This is an optimization exercise on Yosys and OpenROAD, whose aim is small area, a short achievable clock period and few clock cycles per item, not a production implementation.
Function was checked by simulation only, so behaviour that the tests miss may differ from the original.
Power is estimated from default activity; no workload was simulated.

==> flow/design.v <==
`default_nettype none
package olst_pkg;
  localparam logic [1:0] KIND_PUSH = 2'd0;
  localparam logic [1:0] KIND_REM  = 2'd1;
  localparam logic [1:0] KIND_INS  = 2'd2;
  localparam logic [1:0] KIND_DUMP = 2'd3;
  localparam logic [2:0] STAT_DONE      = 3'd0;
  localparam logic [2:0] STAT_NOT_FOUND = 3'd1;
  localparam logic [2:0] STAT_FULL      = 3'd2;
  localparam logic [2:0] STAT_APPENDED  = 3'd3;
  localparam logic [2:0] STAT_EMPTY     = 3'd4;
endpackage
`default_nettype wire
`default_nettype none
module olst_cell (
  input  logic        clk_i,
  input  logic        rst_ni,
  input  logic        sel_left_i,
  input  logic        sel_right_i,
  input  logic        sel_item_i,
  input  logic        sel_hold_i,    
  input  logic        load_i,        
  input  logic [31:0] key_i,         
  input  logic [31:0] item_i,
  input  logic        item_hit_i,    
  input  logic [31:0] left_val_i,
  input  logic        left_vld_i,
  input  logic        left_hit_i,
  input  logic [31:0] right_val_i,
  input  logic        right_vld_i,
  input  logic        right_hit_i,
  output logic [31:0] val_o,
  output logic        vld_o,
  output logic        hsrc_o,        
  output logic        hit_o,         
  output logic        hit_next_o     
);
  logic [31:0] val_q;
  logic        vld_q, hit_q;
  always_ff @(posedge clk_i or negedge rst_ni) begin
    if (!rst_ni) begin
      vld_q <= 1'b0;
    end else if (sel_left_i) begin
      vld_q <= left_vld_i;
    end else if (sel_right_i) begin
      vld_q <= right_vld_i;
    end else if (sel_item_i) begin
      vld_q <= 1'b1;
    end
  end
  logic        s_l, s_r, s_i, s_h;
  logic [31:0] val_d;
  assign s_l   = sel_left_i;
  assign s_r   = sel_right_i;
  assign s_i   = sel_item_i;
  assign s_h   = sel_hold_i;
  assign val_d = ({32{s_l}} & left_val_i) | ({32{s_r}} & right_val_i) |
                 ({32{s_i}} & item_i)     | ({32{s_h}} & val_q);
  always_ff @(posedge clk_i) begin
    val_q <= val_d;
  end
  assign hit_next_o = (s_l & left_hit_i) | (s_r & right_hit_i) |
                      (s_i & item_hit_i) | (s_h & hsrc_o);
  always_ff @(posedge clk_i) begin
    hit_q <= hit_next_o;
  end
  assign val_o = val_q;
  assign vld_o = vld_q;
  assign hsrc_o = load_i ? (vld_q && (val_q == key_i)) : hit_q;
  assign hit_o = hit_q;
endmodule
`default_nettype wire
`default_nettype none
import olst_pkg::*;
module ordered_list_engine #(
  parameter int CAPACITY = 16
) (
  input  logic               clk_i,
  input  logic               rst_ni,
  input  logic               in_valid_i,
  output logic               in_stall_o,
  input  logic [1:0]         kind_i,
  input  logic signed [31:0] key_i,
  input  logic signed [31:0] item_i,
  output logic               out_valid_o,
  input  logic               out_stall_i,
  output logic signed [31:0] value_o,
  output logic [2:0]         status_o,
  output logic [4:0]         count_o,
  output logic               last_o
);
  localparam int N = 16;
  logic        req_v_q, stall_q, more_q;
  logic        load_q;         
  logic        push_q, rem_q, ins_q, dump_q, grow_q;    
  logic [31:0] item_q;
  logic [31:0] val [N];
  logic [N-1:0] vld, hsrc, hit, hit_next;
  logic [N-1:0] incl;            
  logic [4:0]  cnt_q;
  logic [3:0]  idx_q;
  logic        out_v_q, skid_v_q;
  logic        out_nv_q;       
  logic [31:0] out_val_q;
  logic        skid_dump_q;    
  logic [2:0]  out_st_q, skid_st_q;
  logic [4:0]  out_cnt_q, skid_cnt_q;
  logic        out_last_q, skid_last_q;
  logic exec, is_push, is_rem, is_ins, is_dump, full, empty, any_hit;
  logic ins_go, rem_go, rot, take, load, in_acc, item_hit, to_out;
  logic [31:0] ibus;
  assign exec     = req_v_q && !skid_v_q;
  assign is_push  = push_q;
  assign is_rem   = rem_q;
  assign is_ins   = ins_q;
  assign is_dump  = dump_q;
  assign full     = vld[N-1];
  assign empty    = !vld[0];
  assign any_hit  = incl[N-1];
  assign ins_go   = exec && grow_q && !full;
  assign rem_go   = exec && is_rem;
  assign to_out   = out_nv_q || take;
  assign rot      = (exec && is_dump && !empty && to_out) ||
                    (skid_v_q && skid_dump_q && take);
  assign ibus     = (is_dump || skid_v_q) ? val[0] : item_q;
  assign in_stall_o = stall_q;
  assign load       = load_q;
  assign in_acc     = in_valid_i && load;
  assign take       = !out_nv_q && !out_stall_i;
  assign item_hit   = (is_dump || skid_v_q) ? hsrc[0] : (item_q == key_i);
  logic [N-1:0] p0, p1, p2, p3;
  always_comb begin
    p0 = hit;
    for (int i = 0; i < N; i++) p1[i] = p0[i] | ((i % 2  >= 1) ? p0[(i/2)*2]     : 1'b0);
    for (int i = 0; i < N; i++) p2[i] = p1[i] | ((i % 4  >= 2) ? p1[(i/4)*4 + 1] : 1'b0);
    for (int i = 0; i < N; i++) p3[i] = p2[i] | ((i % 8  >= 4) ? p2[(i/8)*8 + 3] : 1'b0);
    for (int i = 0; i < N; i++) incl[i] = p3[i] | ((i % 16 >= 8) ? p3[7] : 1'b0);
  end
  logic [N-1:0] at_ins, nvld;
  assign at_ins = incl | ~vld | {N{is_push}};
  assign nvld   = {1'b0, vld[N-1:1]};
  for (genvar g = 0; g < N; g++) begin : g_cell
    logic [31:0] lval, rval;
    logic        lvld, rvld, lcmp, rcmp, s_left, s_right, s_item, s_hold;
    if (g == 0) begin : g_head
      assign lval   = ibus;
      assign lvld   = 1'b1;
      assign lcmp   = item_hit;
      assign s_left = 1'b0;
    end else begin : g_mid
      assign lval   = val[g-1];
      assign lvld   = vld[g-1];
      assign lcmp   = hsrc[g-1];
      assign s_left = ins_go && at_ins[g-1];
    end
    if (g == N - 1) begin : g_tail
      assign rval = '0;
      assign rvld = 1'b0;
      assign rcmp = 1'b0;
    end else begin : g_body
      assign rval = val[g+1];
      assign rvld = vld[g+1];
      assign rcmp = hsrc[g+1];
    end
    assign s_right = (rem_go && incl[g]) || (rot && nvld[g]);
    assign s_hold  = !((ins_go && at_ins[g]) || (rem_go && incl[g]) || (rot && vld[g]));
    assign s_item  = (ins_go && at_ins[g] && !s_left) || (rot && vld[g] && !nvld[g]);
    olst_cell u_cell (
      .clk_i       (clk_i),
      .rst_ni      (rst_ni),
      .sel_left_i  (s_left),
      .sel_right_i (s_right),
      .sel_item_i  (s_item),
      .sel_hold_i  (s_hold),
      .load_i      (load),
      .key_i       (key_i),
      .item_i      (ibus),
      .item_hit_i  (item_hit),
      .left_val_i  (lval),
      .left_vld_i  (lvld),
      .left_hit_i  (lcmp),
      .right_val_i (rval),
      .right_vld_i (rvld),
      .right_hit_i (rcmp),
      .val_o       (val[g]),
      .vld_o       (vld[g]),
      .hsrc_o      (hsrc[g]),
      .hit_o       (hit[g]),
      .hit_next_o  (hit_next[g])
    );
  end
  logic [31:0] res_val;
  logic [2:0]  res_st;
  logic [4:0]  cnt_d;
  logic        res_last;
  logic [4:0]  cnt_inc, cnt_dec;
  assign cnt_inc = cnt_q + 5'd1;
  assign cnt_dec = cnt_q - 5'd1;
  always_comb begin
    res_val  = '0;
    res_st   = STAT_DONE;
    res_last = 1'b1;
    cnt_d    = cnt_q;
    if (grow_q) begin
      if (full) res_st = STAT_FULL;
      else begin
        cnt_d = cnt_inc;
        if (ins_q && !any_hit) res_st = STAT_APPENDED;
      end
    end else if (rem_q) begin
      if (any_hit) cnt_d  = cnt_dec;
      else         res_st = STAT_NOT_FOUND;
    end else begin
      if (empty) res_st = STAT_EMPTY;
      else begin
        res_val  = val[0];
        res_last = !more_q;
      end
    end
  end
  logic req_v_d, more_d, skid_v_d, cnt_ge2, ge1, ge2, ge3;
  assign ge1 = (cnt_q >= 5'd1);
  assign ge2 = (cnt_q >= 5'd2);
  assign ge3 = (cnt_q >= 5'd3);
  assign cnt_ge2 = (exec && rem_q)  ? (any_hit ? ge3 : ge2) :
                   (exec && grow_q) ? ge1 : ge2;
  always_comb begin
    req_v_d  = in_acc || !load_q;
    more_d   = more_q;
    if (load) begin
      more_d = (kind_i == KIND_DUMP) && cnt_ge2;
    end else if (exec && is_dump) begin
      more_d = ((idx_q + 5'd2) != cnt_q);
    end
    skid_v_d = skid_v_q;
    if (exec && !to_out)          skid_v_d = 1'b1;
    else if (take)                skid_v_d = 1'b0;
  end
  always_ff @(posedge clk_i or negedge rst_ni) begin
    if (!rst_ni) begin
      req_v_q  <= 1'b0;
      stall_q  <= 1'b0;
      load_q   <= 1'b1;
      out_nv_q <= 1'b1;
      more_q   <= 1'b0;
      cnt_q    <= '0;
      idx_q    <= '0;
      out_v_q  <= 1'b0;
      skid_v_q <= 1'b0;
    end else begin
      req_v_q  <= req_v_d;
      more_q   <= more_d;
      skid_v_q <= skid_v_d;
      stall_q  <= req_v_d && (skid_v_d || more_d);
      load_q   <= !(req_v_d && (skid_v_d || more_d));
      if (exec) begin
        cnt_q <= cnt_d;
        if (is_dump) idx_q <= more_q ? idx_q + 4'd1 : 4'd0;
      end
      if (exec || take) begin
        out_v_q  <= exec || skid_v_q;
        out_nv_q <= !(exec || skid_v_q);
      end
    end
  end
  always_ff @(posedge clk_i) begin
    if (load) begin
      push_q <= (kind_i == KIND_PUSH);
      rem_q  <= (kind_i == KIND_REM);
      ins_q  <= (kind_i == KIND_INS);
      dump_q <= (kind_i == KIND_DUMP);
      grow_q <= (kind_i == KIND_PUSH) || (kind_i == KIND_INS);
      item_q <= item_i;
    end
    if (exec) begin
      if (to_out) begin
        out_val_q  <= res_val;
        out_st_q   <= res_st;
        out_cnt_q  <= cnt_d;
        out_last_q <= res_last;
      end else begin
        skid_dump_q <= is_dump && !empty;
        skid_st_q   <= res_st;
        skid_cnt_q  <= cnt_d;
        skid_last_q <= res_last;
      end
    end else if (take) begin
      out_val_q  <= skid_dump_q ? val[0] : 32'd0;
      out_st_q   <= skid_st_q;
      out_cnt_q  <= skid_cnt_q;
      out_last_q <= skid_last_q;
    end
  end
  assign out_valid_o = out_v_q;
  assign value_o     = out_val_q;
  assign status_o    = out_st_q;
  assign count_o     = out_cnt_q;
  assign last_o      = out_last_q;
endmodule
`default_nettype wire
clock: 6.0 ns
lec_check: 0
cap_margin: 20
core_margin: 2
core_utilization: 50
setup_slack_margin: 3.3
slew_margin: 20
standard.sh (not shown) runs the stock make flow with config.mk's settings and CLKGATE_MAP_FILE= SYNTH_SCRIPT=/design/flow/synth_recipe.tcl, a recipe that flattens the netlist after the stock synthesis.
==> flow/flow/run.sh <==
#!/bin/bash
# The standard layout, with the port buffers made of plain buffers and the
# resizer free to change a cell's footprint (the platform default keeps each
# cell in its footprint, so the port buffers stay slow delay cells), and a
# clock tree without dummy loads.
set -euo pipefail
bash standard.sh MATCH_CELL_FOOTPRINT=0 \
  "BUFFER_PORTS_ARGS=-buffer_cell sky130_fd_sc_hd__buf_2" \
  "CTS_ARGS=-sink_clustering_enable -repair_clock_nets -dont_use_dummy_load" \
  finish > make.log 2>&1
Testbench counts at the start, summed over its fixed seeds: cycles 6,003, items 3,072.
Then changed:
--- a/flow/design.v
+++ b/flow/design.v
@@ -95,9 +95,8 @@
   logic        push_q, rem_q, ins_q, dump_q, grow_q;    
   logic [31:0] item_q;
   logic [31:0] val [N];
   logic [N-1:0] vld, hsrc, hit, hit_next;
-  logic [N-1:0] incl;            
   logic [4:0]  cnt_q;
   logic [3:0]  idx_q;
   logic        out_v_q, skid_v_q;
   logic        out_nv_q;       
@@ -127,9 +126,9 @@
   assign load       = load_q;
   assign in_acc     = in_valid_i && load;
   assign take       = !out_nv_q && !out_stall_i;
   assign item_hit   = (is_dump || skid_v_q) ? hsrc[0] : (item_q == key_i);
-  logic [N-1:0] p0, p1, p2, p3;
+  logic [N-1:0] p0, p1, p2, p3, incl;
   always_comb begin
     p0 = hit;
     for (int i = 0; i < N; i++) p1[i] = p0[i] | ((i % 2  >= 1) ? p0[(i/2)*2]     : 1'b0);
     for (int i = 0; i < N; i++) p2[i] = p1[i] | ((i % 4  >= 2) ? p1[(i/4)*4 + 1] : 1'b0);
@@ -192,24 +191,21 @@
   logic [31:0] res_val;
   logic [2:0]  res_st;
   logic [4:0]  cnt_d;
   logic        res_last;
-  logic [4:0]  cnt_inc, cnt_dec;
-  assign cnt_inc = cnt_q + 5'd1;
-  assign cnt_dec = cnt_q - 5'd1;
   always_comb begin
     res_val  = '0;
     res_st   = STAT_DONE;
     res_last = 1'b1;
     cnt_d    = cnt_q;
     if (grow_q) begin
       if (full) res_st = STAT_FULL;
       else begin
-        cnt_d = cnt_inc;
+        cnt_d = cnt_q + 5'd1;
         if (ins_q && !any_hit) res_st = STAT_APPENDED;
       end
     end else if (rem_q) begin
-      if (any_hit) cnt_d  = cnt_dec;
+      if (any_hit) cnt_d  = cnt_q - 5'd1;
       else         res_st = STAT_NOT_FOUND;
     end else begin
       if (empty) res_st = STAT_EMPTY;
       else begin
@@ -217,14 +213,10 @@
         res_last = !more_q;
       end
     end
   end
-  logic req_v_d, more_d, skid_v_d, cnt_ge2, ge1, ge2, ge3;
-  assign ge1 = (cnt_q >= 5'd1);
-  assign ge2 = (cnt_q >= 5'd2);
-  assign ge3 = (cnt_q >= 5'd3);
-  assign cnt_ge2 = (exec && rem_q)  ? (any_hit ? ge3 : ge2) :
-                   (exec && grow_q) ? ge1 : ge2;
+  logic req_v_d, more_d, skid_v_d, cnt_ge2;
+  assign cnt_ge2 = (exec ? cnt_d : cnt_q) >= 5'd2;
   always_comb begin
     req_v_d  = in_acc || !load_q;
     more_d   = more_q;
     if (load) begin
Result:
- The changed run passed the timing, design-rule and antenna checks
- clock power came out lower by a few percent
- sequential share of layout area decreases by 1.6 points
- combinational power climbs by roughly a tenth
- synthesized area came out lower by a few percent
- wire length goes up by a few percent
- first-iteration DRC count rose by a few percent
- setup slack gets better by 0.0095 ns
- register-to-register slack loses 0.16 ns
- utilization went up by 4.7 points
- cell area rises by a few percent
- final cell count fell slightly
- count of clock-buffer cells in the layout came out lower by 2
Testbench counts after the change, summed over its fixed seeds: cycles 6,003, items 3,072.

-- static timing again, ports no longer ideal --
In the flow no input, the clock included, has a driving cell. The finished layouts below were timed again as built, in two steps. Step 1 assumes that a clkbuf_16 drives the clock port and a buf_2 every other input. Step 2 also shifts input and output timing later by t, the mid clock arrival at the registers, as if the neighbouring blocks saw the same clock. a / b / c = ideal ports / drivers / drivers and shift; a / b = the first two.
run	t (ns)	slack for setup (ns)	worst setup path at the end
the first run	0.666	3.184 / 3.207 / 2.541	input to register
the second run	0.675	3.194 / 3.194 / 2.615	input to register
After both steps every run listed still meets setup and hold. For the first run, which loses most, drivers alone change the setup slack by +0.023 ns; drivers and shift together by -0.643 ns.
